What follows belongs to an exercise in optimizing a design on an open flow for a short achievable clock period and few clock cycles per item; a production flow would make more cautious choices. In this exercise RTL edits were held to simulation tests only and were not proved equivalent to the original. Power figures rest on the tool's default switching activity, not on a simulated workload.

==> inputs of job 2484 <==
// sliding_window_mean_stddev
module sliding_window_mean_stddev (
    input  wire logic                               clk,
    input  wire logic                               rst_n,
    input  wire logic                               sample_valid,
    output logic                                    sample_stall,
    input  wire logic signed [swms_pkg::SAMPLE_W-1:0] sample,
    output logic                                    result_valid,
    input  wire logic                               result_stall,
    output logic signed [swms_pkg::SAMPLE_W-1:0]    mean,
    output logic        [swms_pkg::SAMPLE_W-1:0]    deviation,
    output logic                                    valid_res,
    input  wire logic                               cfg_valid,
    output logic                                    cfg_ready,
    input  wire logic   [swms_pkg::LEN_W-1:0]       window_length
);
    localparam int WINDOW_RESET = swms_pkg::WINDOW_RESET;
    localparam int QW = 48;              
    localparam int PW = 54;              
    localparam int NSQ = 11;
    localparam logic [4*NSQ-1:0] SQD = 44'h111_1111_1112;
    function automatic int sq_first(input int g);
        int f;
        f = 1;
        for (int i = 0; i < NSQ; i++)
            if (i < g)
                f = f + int'(SQD[4*i +: 4]);
        sq_first = f;
    endfunction
    localparam int LAT        = 7 + NSQ;
  ...
export LEC_CHECK = 0
export CAP_MARGIN = 20
export CORE_MARGIN = 2
export CORE_UTILIZATION = 50
export SLEW_MARGIN = 20
create_clock -name core_clock -period 11.0 [get_ports {clk}]
standard.sh (not shown) runs the stock make flow with config.mk's settings and CLKGATE_MAP_FILE= SYNTH_SCRIPT=/design/flow/synth_recipe.tcl, a recipe that flattens the netlist after the stock synthesis.
==> flow/flow/run.sh <==
#!/bin/bash
set -euo pipefail
cd "$(dirname "$0")/.."
bash standard.sh "BUFFER_PORTS_ARGS=-buffer_cell sky130_fd_sc_hd__buf_4" \
    SETUP_SLACK_MARGIN=6.3 finish > make.log 2>&1
==> inputs of job 9053, as changes to job 2484 <==
--- a/flow/design.v
+++ b/flow/design.v
@@ -248,13 +248,13 @@
         f = 1;
         for (int i = 0; i < NSQ; i++)
             if (i < g)
                 f = f + int'(SQD[4*i +: 4]);
         sq_first = f;
     endfunction
-    localparam int LAT        = 7 + NSQ;
+    localparam int LAT        = 9 + NSQ;
     localparam int FIFO_DEPTH = LAT + 1;
     localparam int CNT_W      = $clog2(FIFO_DEPTH + 1);
     logic [127:0][29:0] recip_tab;
     logic [127:0][31:0] recip3_tab;
     for (genvar i = 0; i < 128; i++) begin : g_recip
         localparam longint NN = (i == 0) ? 128 : i;
@@ -265,76 +265,84 @@
     logic                 full_reg;
     logic                 take, pop;
     logic [CNT_W-1:0]     infl_reg;
     assign sample_stall = cfg_valid | full_reg;
     assign cfg_ready    = 1'b1;
     assign take         = sample_valid & ~cfg_valid & ~full_reg;
+    logic        s0_v, s0_c;
+    logic [15:0] s0_x;
+    logic [7:0]  s0_n;
     logic [7:0]  len_clamped;
     always_comb begin
         if (window_length == 8'd0)
             len_clamped = 8'd1;
         else if (window_length > 8'd128)
             len_clamped = 8'd128;
         else
             len_clamped = window_length;
     end
+    always_ff @(posedge clk or negedge rst_n) begin
+        if (!rst_n) begin
+            s0_v <= 1'b0;
+            s0_c <= 1'b1;
+            s0_n <= 8'(WINDOW_RESET);
+        end else begin
+            s0_v <= take;
+            s0_c <= cfg_valid;
+            s0_n <= len_clamped;
+        end
+    end
+    always_ff @(posedge clk) begin
+        s0_x <= sample;
+    end
     logic [127:0][15:0] ring;
+    logic [127:0]       oh_reg;         
     logic [6:0]         ptr_reg;        
     logic [6:0]         nm1_reg;        
     logic [7:0]         n_reg;
     logic               wfull_reg;      
     logic               wrap;
-    logic [127:0]       dec;
     logic [15:0]        old_raw;
     assign wrap = (ptr_reg == nm1_reg);
     always_comb begin
-        dec = '0;
-        dec[ptr_reg] = 1'b1;
-    end
-    always_comb begin
         old_raw = '0;
         for (int i = 0; i < 128; i++)
-            old_raw = old_raw | (ring[i] & {16{dec[i]}});
+            old_raw = old_raw | (ring[i] & {16{oh_reg[i]}});
     end
-    always_ff @(posedge clk or negedge rst_n) begin
-        if (!rst_n) begin
-            ptr_reg   <= '0;
-            nm1_reg   <= 7'(WINDOW_RESET - 1);
-            n_reg     <= 8'(WINDOW_RESET);
-            wfull_reg <= 1'b0;
-        end else if (cfg_valid) begin
+    always_ff @(posedge clk) begin
+        if (s0_c) begin
+            oh_reg    <= 128'd1;
             ptr_reg   <= '0;
-            nm1_reg   <= 7'(len_clamped - 8'd1);
-            n_reg     <= len_clamped;
+            nm1_reg   <= 7'(s0_n - 8'd1);
+            n_reg     <= s0_n;
             wfull_reg <= 1'b0;
-        end else if (take) begin
+        end else if (s0_v) begin
+            oh_reg    <= wrap ? 128'd1 : {oh_reg[126:0], 1'b0};
             ptr_reg   <= wrap ? 7'd0 : ptr_reg + 7'd1;
             wfull_reg <= wfull_reg | wrap;
         end
     end
     always_ff @(posedge clk) begin
         for (int i = 0; i < 128; i++)
-            if (take && dec[i])
-                ring[i] <= sample;
+            if (s0_v && oh_reg[i])
+                ring[i] <= s0_x;
     end
     logic               s1_v, s1_c, s1_ok;
     logic [7:0]         s1_n;
     logic [15:0]        s1_x, s1_old;
     always_ff @(posedge clk or negedge rst_n) begin
-        if (!rst_n) begin
+        if (!rst_n)
             s1_v <= 1'b0;
-            s1_c <= 1'b1;
-        end else begin
-            s1_v <= take;
-            s1_c <= cfg_valid;
-        end
+        else
+            s1_v <= s0_v;
     end
     always_ff @(posedge clk) begin
+        s1_c   <= s0_c;
         s1_ok  <= wfull_reg | wrap;
         s1_n   <= n_reg;
-        s1_x   <= sample;
+        s1_x   <= s0_x;
         s1_old <= wfull_reg ? old_raw : 16'd0;
     end
     localparam int SQR_R = 15 / 2 + 2;
     logic [SQR_R*QW-1:0] xsq_rows, osq_rows;
     logic [QW-1:0]       xsq_s, xsq_c, osq_s, osq_c;
     swms_sqr_rows #(.N(16), .SG(1), .W(QW)) u_xsq_rows (.x(s1_x),   .rows(xsq_rows));
@@ -542,23 +550,17 @@
         end else if (SQD[4*(g-1) +: 4] == 4'd2) begin : g_d2
             logic [4*PW-1:0] rr;
             assign rr = {sq_ds[g], sq_dc[g],
                          drow(sq_root[g][3:2], sq_m[g], sq_m3[g], JF-2),
                          drow(sq_root[g][1:0], sq_m[g], sq_m3[g], JF-1)};
             swms_csa #(.R(4), .W(PW)) u_acc (.rows(rr), .s(sq_ds_n[g]), .c(sq_dc_n[g]));
-        end else if (g < NSQ - 1) begin : g_d1
+        end else begin : g_d1
             logic [3*PW-1:0] rr;
             assign rr = {sq_ds[g], sq_dc[g],
                          drow(sq_root[g][1:0], sq_m[g], sq_m3[g], JF-1)};
             swms_csa #(.R(3), .W(PW)) u_acc (.rows(rr), .s(sq_ds_n[g]), .c(sq_dc_n[g]));
-        end else begin : g_dl
-            logic [4*PW-1:0] rr;
-            assign rr = {drow(sq_root_n[g][1:0], sq_m[g], sq_m3[g], 12),
-                         sq_ds[g], sq_dc[g],
-                         drow(sq_root[g][1:0], sq_m[g], sq_m3[g], JF-1)};
-            swms_csa #(.R(4), .W(PW)) u_acc (.rows(rr), .s(sq_ds_n[g]), .c(sq_dc_n[g]));
         end
         always_ff @(posedge clk or negedge rst_n) begin
             if (!rst_n)
                 sq_v[g+1] <= 1'b0;
             else
                 sq_v[g+1] <= sq_v[g];
@@ -573,21 +575,33 @@
             sq_ok[g+1]   <= sq_ok[g];
             sq_mean[g+1] <= sq_mean[g];
             sq_ds[g+1]   <= sq_ds_n[g];
             sq_dc[g+1]   <= sq_dc_n[g];
         end
     end
+    logic [3*PW-1:0] fin_rows;
+    logic [PW-1:0]   fin_s, fin_c;
+    assign fin_rows = {sq_ds[NSQ], sq_dc[NSQ],
+                       drow(sq_root[NSQ][1:0], sq_m[NSQ], sq_m3[NSQ], 12)};
+    swms_csa #(.R(3), .W(PW)) u_fin (.rows(fin_rows), .s(fin_s), .c(fin_c));
     logic [PW-1:0] sd_s, sd_c;
     logic [15:0]   sd_mean;
     logic          sd_v, sd_ok;
     logic [PW-1:0] dprod;
-    assign sd_v    = sq_v[NSQ];
-    assign sd_ok   = sq_ok[NSQ];
-    assign sd_mean = sq_mean[NSQ];
-    assign sd_s    = sq_ds[NSQ];
-    assign sd_c    = sq_dc[NSQ];
+    always_ff @(posedge clk or negedge rst_n) begin
+        if (!rst_n)
+            sd_v <= 1'b0;
+        else
+            sd_v <= sq_v[NSQ];
+    end
+    always_ff @(posedge clk) begin
+        sd_ok   <= sq_ok[NSQ];
+        sd_mean <= sq_mean[NSQ];
+        sd_s    <= fin_s;
+        sd_c    <= fin_c;
+    end
     assign dprod = sd_s + sd_c;
     logic [32:0]                   res_d;
     logic [FIFO_DEPTH-1:0][32:0]   fifo;
     logic [CNT_W-1:0]              fcnt_reg;
     logic                          rv_reg;
     logic                          push;
==> flow/run.sh (new file) <==
#!/bin/bash
# synth_recipe.tcl (not shown) runs the flow's synth.tcl, then flattens the netlist and writes it again
# the make line also repeats each setting of config.mk as NAME=value (left out here)
make -C /OpenROAD-flow-scripts/flow DESIGN_CONFIG=/design/flow/config.mk WORK_HOME=/design/flow/orfs CLKGATE_MAP_FILE= SYNTH_SCRIPT=/design/flow/synth_recipe.tcl finish
SETUP_SLACK_MARGIN = 5   (was unset)
removed: flow/flow/run.sh
removed: flow/standard.sh
==> run notes <==
metric	job 9053	job 2484
Routed via count	191,902	185,927
Outcome	complete, no violations	complete, no violations
R2R Setup Slk	6.16 ns	6.19 ns
Register fraction of the total cell area	0.489	0.475
Highest-delay cell along the critical path	sky130_fd_sc_hd__clkdlybuf4s50_1	sky130_fd_sc_hd__nor2_1
Non-CTS inverters	2,899	2,818
Synth Area in Adders	0.149	0.156
Part of the total power dissipated in the clock network	0.259	0.258
Sequential area share after synthesis	0.544	0.536
Type of element capturing the critical path	output pin	register
Power in the clock group	22.4 mW	21.2 mW
Portion of total power attributed to combinational logic	0.388	0.398
Shortest clock period the worst path allows after layout	5.52 ns	4.81 ns
Testbench counts of job 2484, summed over its fixed seeds: cycles 2,552, items 2,400.
Testbench counts of job 9053, summed over its fixed seeds: cycles 2,568, items 2,400.

[what the ideal ports hide]
Ports are ideal in the flow. The routed layouts listed here were re-timed in OpenROAD. Step 1 sets driving cells, clkbuf_16 on the clock port and buf_2 on the other inputs (assumed; they add their load-dependent delay and slew). Step 2 also shifts input and output timing later by t, the mid clock arrival at the registers, as if the neighbouring blocks saw the same clock. a / b / c = ideal ports / drivers / drivers and shift; a / b = the first two.
run | t, ns | setup slack, ns | worst setup path at the end | worst data-port slew with drivers (ns)
job 2484 | 1.230 | 6.193 / 6.014 / 5.455 | input to register | 0.34
job 9053 | 1.226 | 5.482 / 5.457 / 5.329 | input to register | 0.10
After both steps every run listed still meets setup and hold. The setup slack of job 2484, which loses most, moves by -0.179 ns with the drivers and by -0.738 ns with both steps.
